What follows belongs to an exercise in optimizing a design on an open flow for a short achievable clock period and few clock cycles; a production flow would make more cautious choices.
Only simulation tests tie the RTL to the original design; equivalence was not proved.
Power is estimated from default activity; no workload was simulated.

==> run P: inputs <==
==> flow/design.v (excerpt) <==
module mipsMulti (
    input  logic                   Clk,
    input  logic                   Reset,
    input  logic [32-1:0] ReadData,
    output logic [32-1:0] Adr,
    output logic [32-1:0] WriteData,
    output logic                   MemWrite
);
    datapath core (
        .Clk       (Clk),
        .Reset     (Reset),
        .ReadData  (ReadData),
        .Adr       (Adr),
        .WriteData (WriteData),
        .MemWrite  (MemWrite)
    );
endmodule
clock: 7.5 ns
lec_check: 0
abc_clock_period_in_ps: 2500
cap_margin: 20
core_margin: 2
core_utilization: 40
setup_slack_margin: 5
slew_margin: 20
tns_end_percent: 100
run.sh (not shown) runs the stock make flow with config.mk's settings and CLKGATE_MAP_FILE= SYNTH_SCRIPT=/design/flow/synth_recipe.tcl, a recipe that flattens the netlist after the stock synthesis.
==> run E (differences from run P) <==
--- a/flow/design.v
+++ b/flow/design.v
@@ -226,36 +226,79 @@
     logic [4:0]             xRs;         
     logic [15:0]            xImm;        
     logic                   mLw;
     logic [4:0]             mDst;
     logic                   wxEn, wmEn;
     logic [4:0]             wxDst, wmDst;
     logic [32-1:0] wxData, wmData;
+    logic       irLoad;
     logic       dAlu, dLw, dSw, dBeq, dUseRs, dUseRt, dImmB;
     logic [4:0] dDst, rs, rt;
     logic       dAdd, dAnd, dOr, dSub, dSlt;
     assign rs = ir[25:21];
     assign rt = ir[20:16];
+    logic [4:0]  rsN, rtN;
+    logic [15:0] immN;
+    logic        eqXs, eqXt, eqMs, eqMt, eqWs, eqWt, eqSt;
+    assign rsN  = irLoad ? ReadData[25:21] : rs;
+    assign rtN  = irLoad ? ReadData[20:16] : rt;
+    assign immN = irLoad ? ReadData[15:0]  : ir[15:0];
+    always_ff @(posedge Clk) begin
+        eqXs <= dDst == rsN;
+        eqXt <= dDst == rtN;
+        eqMs <= xDst == rsN;
+        eqMt <= xDst == rtN;
+        eqWs <= mDst == rsN;
+        eqWt <= mDst == rtN;
+        eqSt <= rs == rsN && ir[15:0] == immN;      
+    end
+    logic       fAlu, fLw, fSw, fBeq, fUseRs, fUseRt, fImmB;
+    logic [4:0] fDst;
+    logic       fAdd, fAnd, fOr, fSub, fSlt;
+    logic       pAlu, pLw, pSw, pBeq, pUseRs, pUseRt;
     controlFsm dec (
-        .Instr  (ir),
-        .Valid  (dValid),
-        .IsAlu  (dAlu),
-        .IsLw   (dLw),
-        .IsSw   (dSw),
-        .IsBeq  (dBeq),
-        .UseRs  (dUseRs),
-        .UseRt  (dUseRt),
-        .ImmB   (dImmB),
-        .Dst    (dDst),
-        .SelAdd (dAdd),
-        .SelAnd (dAnd),
-        .SelOr  (dOr),
-        .SelSub (dSub),
-        .SelSlt (dSlt)
+        .Instr  (ReadData),
+        .Valid  (1'b1),
+        .IsAlu  (fAlu),
+        .IsLw   (fLw),
+        .IsSw   (fSw),
+        .IsBeq  (fBeq),
+        .UseRs  (fUseRs),
+        .UseRt  (fUseRt),
+        .ImmB   (fImmB),
+        .Dst    (fDst),
+        .SelAdd (fAdd),
+        .SelAnd (fAnd),
+        .SelOr  (fOr),
+        .SelSub (fSub),
+        .SelSlt (fSlt)
     );
+    always_ff @(posedge Clk) begin
+        if (irLoad) begin
+            pAlu   <= fAlu;
+            pLw    <= fLw;
+            pSw    <= fSw;
+            pBeq   <= fBeq;
+            pUseRs <= fUseRs;
+            pUseRt <= fUseRt;
+            dImmB  <= fImmB;
+            dDst   <= fDst;
+            dAdd   <= fAdd;
+            dAnd   <= fAnd;
+            dOr    <= fOr;
+            dSub   <= fSub;
+            dSlt   <= fSlt;
+        end
+    end
+    assign dAlu   = dValid && pAlu;
+    assign dLw    = dValid && pLw;
+    assign dSw    = dValid && pSw;
+    assign dBeq   = dValid && pBeq;
+    assign dUseRs = dValid && pUseRs;
+    assign dUseRt = dValid && pUseRt;
     logic [32-1:0] rf1, rf2;
     registerFile regFile (
         .Clk       (Clk),
         .WrEn1     (wxEn),
         .WrAdr1    (wxDst),
         .WrData1   (wxData),
         .WrEn2     (wmEn),
@@ -280,27 +323,27 @@
         .Diff      (diff),
         .AluResult (alu)
     );
     assign redirect = xBeq && (xA == xT);
     logic xHitA, xHitB, mHitA, mHitB;
     logic [32-1:0] fwdA, fwdB;
     logic ldFromSt;
-    assign ldFromSt = dLw && xSw && xRs == rs && xImm == ir[15:0];
-    assign xHitA = xAlu && xDst == rs && !ldFromSt;
-    assign xHitB = xAlu && xDst == rt;
-    assign mHitA = mLw && mDst == rs;
-    assign mHitB = mLw && mDst == rt;
+    assign ldFromSt = dLw && xSw && eqSt;
+    assign xHitA = xAlu && eqXs && !ldFromSt;
+    assign xHitB = xAlu && eqXt;
+    assign mHitA = mLw && eqMs;
+    assign mHitB = mLw && eqMt;
     logic [32-1:0] immX;
     logic wxHitA, wxHitB, wmHitA, wmHitB;
     logic pmA, pwxA, pwmA, prfA, pxB, pmB, pwxB, pwmB, prfB, pImm;
     assign immX   = {{(32-16){ir[15]}}, ir[15:0]};
-    assign wxHitA = wxEn && wxDst == rs;
-    assign wxHitB = wxEn && wxDst == rt;
-    assign wmHitA = wmEn && wmDst == rs;
-    assign wmHitB = wmEn && wmDst == rt;
+    assign wxHitA = wxEn && eqMs;      
+    assign wxHitB = wxEn && eqMt;
+    assign wmHitA = wmEn && eqWs;
+    assign wmHitB = wmEn && eqWt;
     assign pmA  = !xHitA && mHitA && !ldFromSt;
     assign pwxA = !xHitA && !mHitA && wxHitA && !ldFromSt;
     assign pwmA = !xHitA && !mHitA && !wxHitA && wmHitA && !ldFromSt;
     assign prfA = !xHitA && !mHitA && !wxHitA && !wmHitA && !ldFromSt;
     assign pmB  = !xHitB && mHitB;
     assign pwxB = !xHitB && !mHitB && wxHitB;
     assign pwmB = !xHitB && !mHitB && !wxHitB && wmHitB;
@@ -355,15 +398,15 @@
                 | ({32{hSltO}} & aSlt)
                 | ({32{pmB && !dImmB}}  & ReadData)
                 | ({32{pwxB && !dImmB}} & wxData)
                 | ({32{pwmB && !dImmB}} & wmData)
                 | ({32{prfB && !dImmB}} & dB)
                 | ({32{pImm}}          & immX);
     logic stall;
-    assign stall = xLw && ((dUseRs && rs == xDst) || (dUseRt && rt == xDst));
+    assign stall = xLw && ((dUseRs && eqXs) || (dUseRt && eqXt));
     logic dGo;
     assign dGo = !stall && !redirect;
     always_ff @(posedge Clk or posedge Reset) begin
         if (Reset) begin
             xAlu <= 1'b0;
             xLw  <= 1'b0;
             xSw  <= 1'b0;
@@ -388,27 +431,34 @@
         xTgt <= dPc + ir[11:0] + 12'd1;
         xRs  <= rs;
         xImm <= ir[15:0];
     end
     always_ff @(posedge Clk or posedge Reset) begin
         if (Reset) begin
             memCyc <= 1'b0;
-            memWrQ <= 1'b0;
             mLw    <= 1'b0;
             wxEn   <= 1'b0;
             wmEn   <= 1'b0;
         end else begin
             memCyc <= xLw || xSw;
-            memWrQ <= xSw;
             mLw    <= xLw;
             wxEn   <= xAlu;
             wmEn   <= mLw;
         end
     end
     always_ff @(posedge Clk) begin
+        if (Reset) begin
+            adrQ   <= '0;
+            memWrQ <= 1'b0;
+        end else begin
+            adrQ   <= (xLw || xSw) ? sum : {{(32-14){1'b0}}, fpcNext, 2'b00};
+            memWrQ <= xSw;
+        end
+    end
+    always_ff @(posedge Clk) begin
         wdQ    <= xT;
         mDst   <= xDst;
         wxDst  <= xDst;
         wxData <= alu;
         wmDst  <= mDst;
         wmData <= ReadData;
     end
@@ -422,24 +472,21 @@
         .Fpc         (fpc),
         .FetchWord   (ReadData),
         .FetchUncond (fUncond),
         .FpcNext     (fpcNext)
     );
     always_ff @(posedge Clk or posedge Reset) begin
         if (Reset) begin
-            adrQ   <= '0;
             fpc    <= '0;
             dValid <= 1'b0;
         end else begin
-            adrQ   <= (xLw || xSw) ? sum : {{(32-14){1'b0}}, fpcNext, 2'b00};
             fpc    <= fpcNext;
             if (!stall) dValid <= accept && !fUncond;
         end
     end
-    logic irLoad;
     assign irLoad = !memCyc && !stall;
     always_ff @(posedge Clk) begin
         if (irLoad) begin
             ir  <= ReadData;
             dPc <= fpc;
         end
     end
==> run G (differences from run P) <==
--- a/flow/design.v
+++ b/flow/design.v
@@ -226,36 +226,79 @@
     logic [4:0]             xRs;         
     logic [15:0]            xImm;        
     logic                   mLw;
     logic [4:0]             mDst;
     logic                   wxEn, wmEn;
     logic [4:0]             wxDst, wmDst;
     logic [32-1:0] wxData, wmData;
+    logic       irLoad;
     logic       dAlu, dLw, dSw, dBeq, dUseRs, dUseRt, dImmB;
     logic [4:0] dDst, rs, rt;
     logic       dAdd, dAnd, dOr, dSub, dSlt;
     assign rs = ir[25:21];
     assign rt = ir[20:16];
+    logic [4:0]  rsN, rtN;
+    logic [15:0] immN;
+    logic        eqXs, eqXt, eqMs, eqMt, eqWs, eqWt, eqSt;
+    assign rsN  = irLoad ? ReadData[25:21] : rs;
+    assign rtN  = irLoad ? ReadData[20:16] : rt;
+    assign immN = irLoad ? ReadData[15:0]  : ir[15:0];
+    always_ff @(posedge Clk) begin
+        eqXs <= dDst == rsN;
+        eqXt <= dDst == rtN;
+        eqMs <= xDst == rsN;
+        eqMt <= xDst == rtN;
+        eqWs <= mDst == rsN;
+        eqWt <= mDst == rtN;
+        eqSt <= rs == rsN && ir[15:0] == immN;      
+    end
+    logic       fAlu, fLw, fSw, fBeq, fUseRs, fUseRt, fImmB;
+    logic [4:0] fDst;
+    logic       fAdd, fAnd, fOr, fSub, fSlt;
+    logic       pAlu, pLw, pSw, pBeq, pUseRs, pUseRt;
     controlFsm dec (
-        .Instr  (ir),
-        .Valid  (dValid),
-        .IsAlu  (dAlu),
-        .IsLw   (dLw),
-        .IsSw   (dSw),
-        .IsBeq  (dBeq),
-        .UseRs  (dUseRs),
-        .UseRt  (dUseRt),
-        .ImmB   (dImmB),
-        .Dst    (dDst),
-        .SelAdd (dAdd),
-        .SelAnd (dAnd),
-        .SelOr  (dOr),
-        .SelSub (dSub),
-        .SelSlt (dSlt)
+        .Instr  (ReadData),
+        .Valid  (1'b1),
+        .IsAlu  (fAlu),
+        .IsLw   (fLw),
+        .IsSw   (fSw),
+        .IsBeq  (fBeq),
+        .UseRs  (fUseRs),
+        .UseRt  (fUseRt),
+        .ImmB   (fImmB),
+        .Dst    (fDst),
+        .SelAdd (fAdd),
+        .SelAnd (fAnd),
+        .SelOr  (fOr),
+        .SelSub (fSub),
+        .SelSlt (fSlt)
     );
+    always_ff @(posedge Clk) begin
+        if (irLoad) begin
+            pAlu   <= fAlu;
+            pLw    <= fLw;
+            pSw    <= fSw;
+            pBeq   <= fBeq;
+            pUseRs <= fUseRs;
+            pUseRt <= fUseRt;
+            dImmB  <= fImmB;
+            dDst   <= fDst;
+            dAdd   <= fAdd;
+            dAnd   <= fAnd;
+            dOr    <= fOr;
+            dSub   <= fSub;
+            dSlt   <= fSlt;
+        end
+    end
+    assign dAlu   = dValid && pAlu;
+    assign dLw    = dValid && pLw;
+    assign dSw    = dValid && pSw;
+    assign dBeq   = dValid && pBeq;
+    assign dUseRs = dValid && pUseRs;
+    assign dUseRt = dValid && pUseRt;
     logic [32-1:0] rf1, rf2;
     registerFile regFile (
         .Clk       (Clk),
         .WrEn1     (wxEn),
         .WrAdr1    (wxDst),
         .WrData1   (wxData),
         .WrEn2     (wmEn),
@@ -280,27 +323,27 @@
         .Diff      (diff),
         .AluResult (alu)
     );
     assign redirect = xBeq && (xA == xT);
     logic xHitA, xHitB, mHitA, mHitB;
     logic [32-1:0] fwdA, fwdB;
     logic ldFromSt;
-    assign ldFromSt = dLw && xSw && xRs == rs && xImm == ir[15:0];
-    assign xHitA = xAlu && xDst == rs && !ldFromSt;
-    assign xHitB = xAlu && xDst == rt;
-    assign mHitA = mLw && mDst == rs;
-    assign mHitB = mLw && mDst == rt;
+    assign ldFromSt = dLw && xSw && eqSt;
+    assign xHitA = xAlu && eqXs && !ldFromSt;
+    assign xHitB = xAlu && eqXt;
+    assign mHitA = mLw && eqMs;
+    assign mHitB = mLw && eqMt;
     logic [32-1:0] immX;
     logic wxHitA, wxHitB, wmHitA, wmHitB;
     logic pmA, pwxA, pwmA, prfA, pxB, pmB, pwxB, pwmB, prfB, pImm;
     assign immX   = {{(32-16){ir[15]}}, ir[15:0]};
-    assign wxHitA = wxEn && wxDst == rs;
-    assign wxHitB = wxEn && wxDst == rt;
-    assign wmHitA = wmEn && wmDst == rs;
-    assign wmHitB = wmEn && wmDst == rt;
+    assign wxHitA = wxEn && eqMs;      
+    assign wxHitB = wxEn && eqMt;
+    assign wmHitA = wmEn && eqWs;
+    assign wmHitB = wmEn && eqWt;
     assign pmA  = !xHitA && mHitA && !ldFromSt;
     assign pwxA = !xHitA && !mHitA && wxHitA && !ldFromSt;
     assign pwmA = !xHitA && !mHitA && !wxHitA && wmHitA && !ldFromSt;
     assign prfA = !xHitA && !mHitA && !wxHitA && !wmHitA && !ldFromSt;
     assign pmB  = !xHitB && mHitB;
     assign pwxB = !xHitB && !mHitB && wxHitB;
     assign pwmB = !xHitB && !mHitB && !wxHitB && wmHitB;
@@ -355,15 +398,15 @@
                 | ({32{hSltO}} & aSlt)
                 | ({32{pmB && !dImmB}}  & ReadData)
                 | ({32{pwxB && !dImmB}} & wxData)
                 | ({32{pwmB && !dImmB}} & wmData)
                 | ({32{prfB && !dImmB}} & dB)
                 | ({32{pImm}}          & immX);
     logic stall;
-    assign stall = xLw && ((dUseRs && rs == xDst) || (dUseRt && rt == xDst));
+    assign stall = xLw && ((dUseRs && eqXs) || (dUseRt && eqXt));
     logic dGo;
     assign dGo = !stall && !redirect;
     always_ff @(posedge Clk or posedge Reset) begin
         if (Reset) begin
             xAlu <= 1'b0;
             xLw  <= 1'b0;
             xSw  <= 1'b0;
@@ -388,27 +431,34 @@
         xTgt <= dPc + ir[11:0] + 12'd1;
         xRs  <= rs;
         xImm <= ir[15:0];
     end
     always_ff @(posedge Clk or posedge Reset) begin
         if (Reset) begin
             memCyc <= 1'b0;
-            memWrQ <= 1'b0;
             mLw    <= 1'b0;
             wxEn   <= 1'b0;
             wmEn   <= 1'b0;
         end else begin
             memCyc <= xLw || xSw;
-            memWrQ <= xSw;
             mLw    <= xLw;
             wxEn   <= xAlu;
             wmEn   <= mLw;
         end
     end
     always_ff @(posedge Clk) begin
+        if (Reset) begin
+            adrQ   <= '0;
+            memWrQ <= 1'b0;
+        end else begin
+            adrQ   <= (xLw || xSw) ? sum : {{(32-14){1'b0}}, fpcNext, 2'b00};
+            memWrQ <= xSw;
+        end
+    end
+    always_ff @(posedge Clk) begin
         wdQ    <= xT;
         mDst   <= xDst;
         wxDst  <= xDst;
         wxData <= alu;
         wmDst  <= mDst;
         wmData <= ReadData;
     end
@@ -422,24 +472,21 @@
         .Fpc         (fpc),
         .FetchWord   (ReadData),
         .FetchUncond (fUncond),
         .FpcNext     (fpcNext)
     );
     always_ff @(posedge Clk or posedge Reset) begin
         if (Reset) begin
-            adrQ   <= '0;
             fpc    <= '0;
             dValid <= 1'b0;
         end else begin
-            adrQ   <= (xLw || xSw) ? sum : {{(32-14){1'b0}}, fpcNext, 2'b00};
             fpc    <= fpcNext;
             if (!stall) dValid <= accept && !fUncond;
         end
     end
-    logic irLoad;
     assign irLoad = !memCyc && !stall;
     always_ff @(posedge Clk) begin
         if (irLoad) begin
             ir  <= ReadData;
             dPc <= fpc;
         end
     end
CORE_UTILIZATION = 50   (was 40)
==> comparison <==
The lowest non-clock buffer count belongs to run E, the highest to run P.
Between run P and run E, the lower core utilization is in run E (gap 1.2 points).
In sequential power, run G and run E hardly differ.
Register-to-register slack is about the same in run E and run G.
==> figures <==
item                                                 run P       run G       run E
Status                            timing/DRC/antenna clean  timing/DRC/antenna clean  timing/DRC/antenna clean
Cell with the most instances after synthesis        mux2_2    edfxtp_1    edfxtp_1
Syn_nets                                             6,044       6,137       6,137
Final routed wire length divided by cell count     41.0 µm     41.2 µm     40.4 µm
Met1 Resource Use GR                                 43.1%       52.7%       41.0%
Resized Gates After CTS                              1,350       1,135       1,290
Worst hold margin                                 0.400 ns    0.342 ns    0.339 ns
Power consumption                                  23.3 mW     34.8 mW     35.4 mW
Core Util, Final                                     52.1%       63.2%       50.9%
Vias in the first global route                      60,600      59,000      59,900
Testbench counts of run P, summed over its fixed seeds: cycles 32,518.
Testbench counts of run E, summed over its fixed seeds: cycles 32,518.
Testbench counts of run G, summed over its fixed seeds: cycles 32,518.

separate check: timing with driven ports:
No port has a modelled driver above. Below, the same layouts with a new extraction and two added sets of constraints.
Step 1 sets driving cells, clkbuf_16 on the clock port and buf_2 on the other inputs (assumed; they add their load-dependent delay and slew).
Step 2, shift: input delay + t, output delay - t, t = (earliest + latest rising clock arrival at the registers) / 2. This alone moves slack from input paths to output paths.
Slacks: ideal / step 1 / step 2; pairs: ideal / step 1.
run | t, ns | setup slack, ns | worst data-port slew with drivers (ns)
run P | 0.919 | 4.208 / 4.093 / 3.175 | 0.45
run E | 0.923 | 4.155 / 4.112 / 3.189 | 0.61
run G | 0.930 | 4.159 / 3.817 / 2.887 | 0.79
After both steps setup and hold are still met in every run listed. For run G, which loses most, drivers alone change the setup slack by -0.342 ns; drivers and shift together by -1.272 ns.
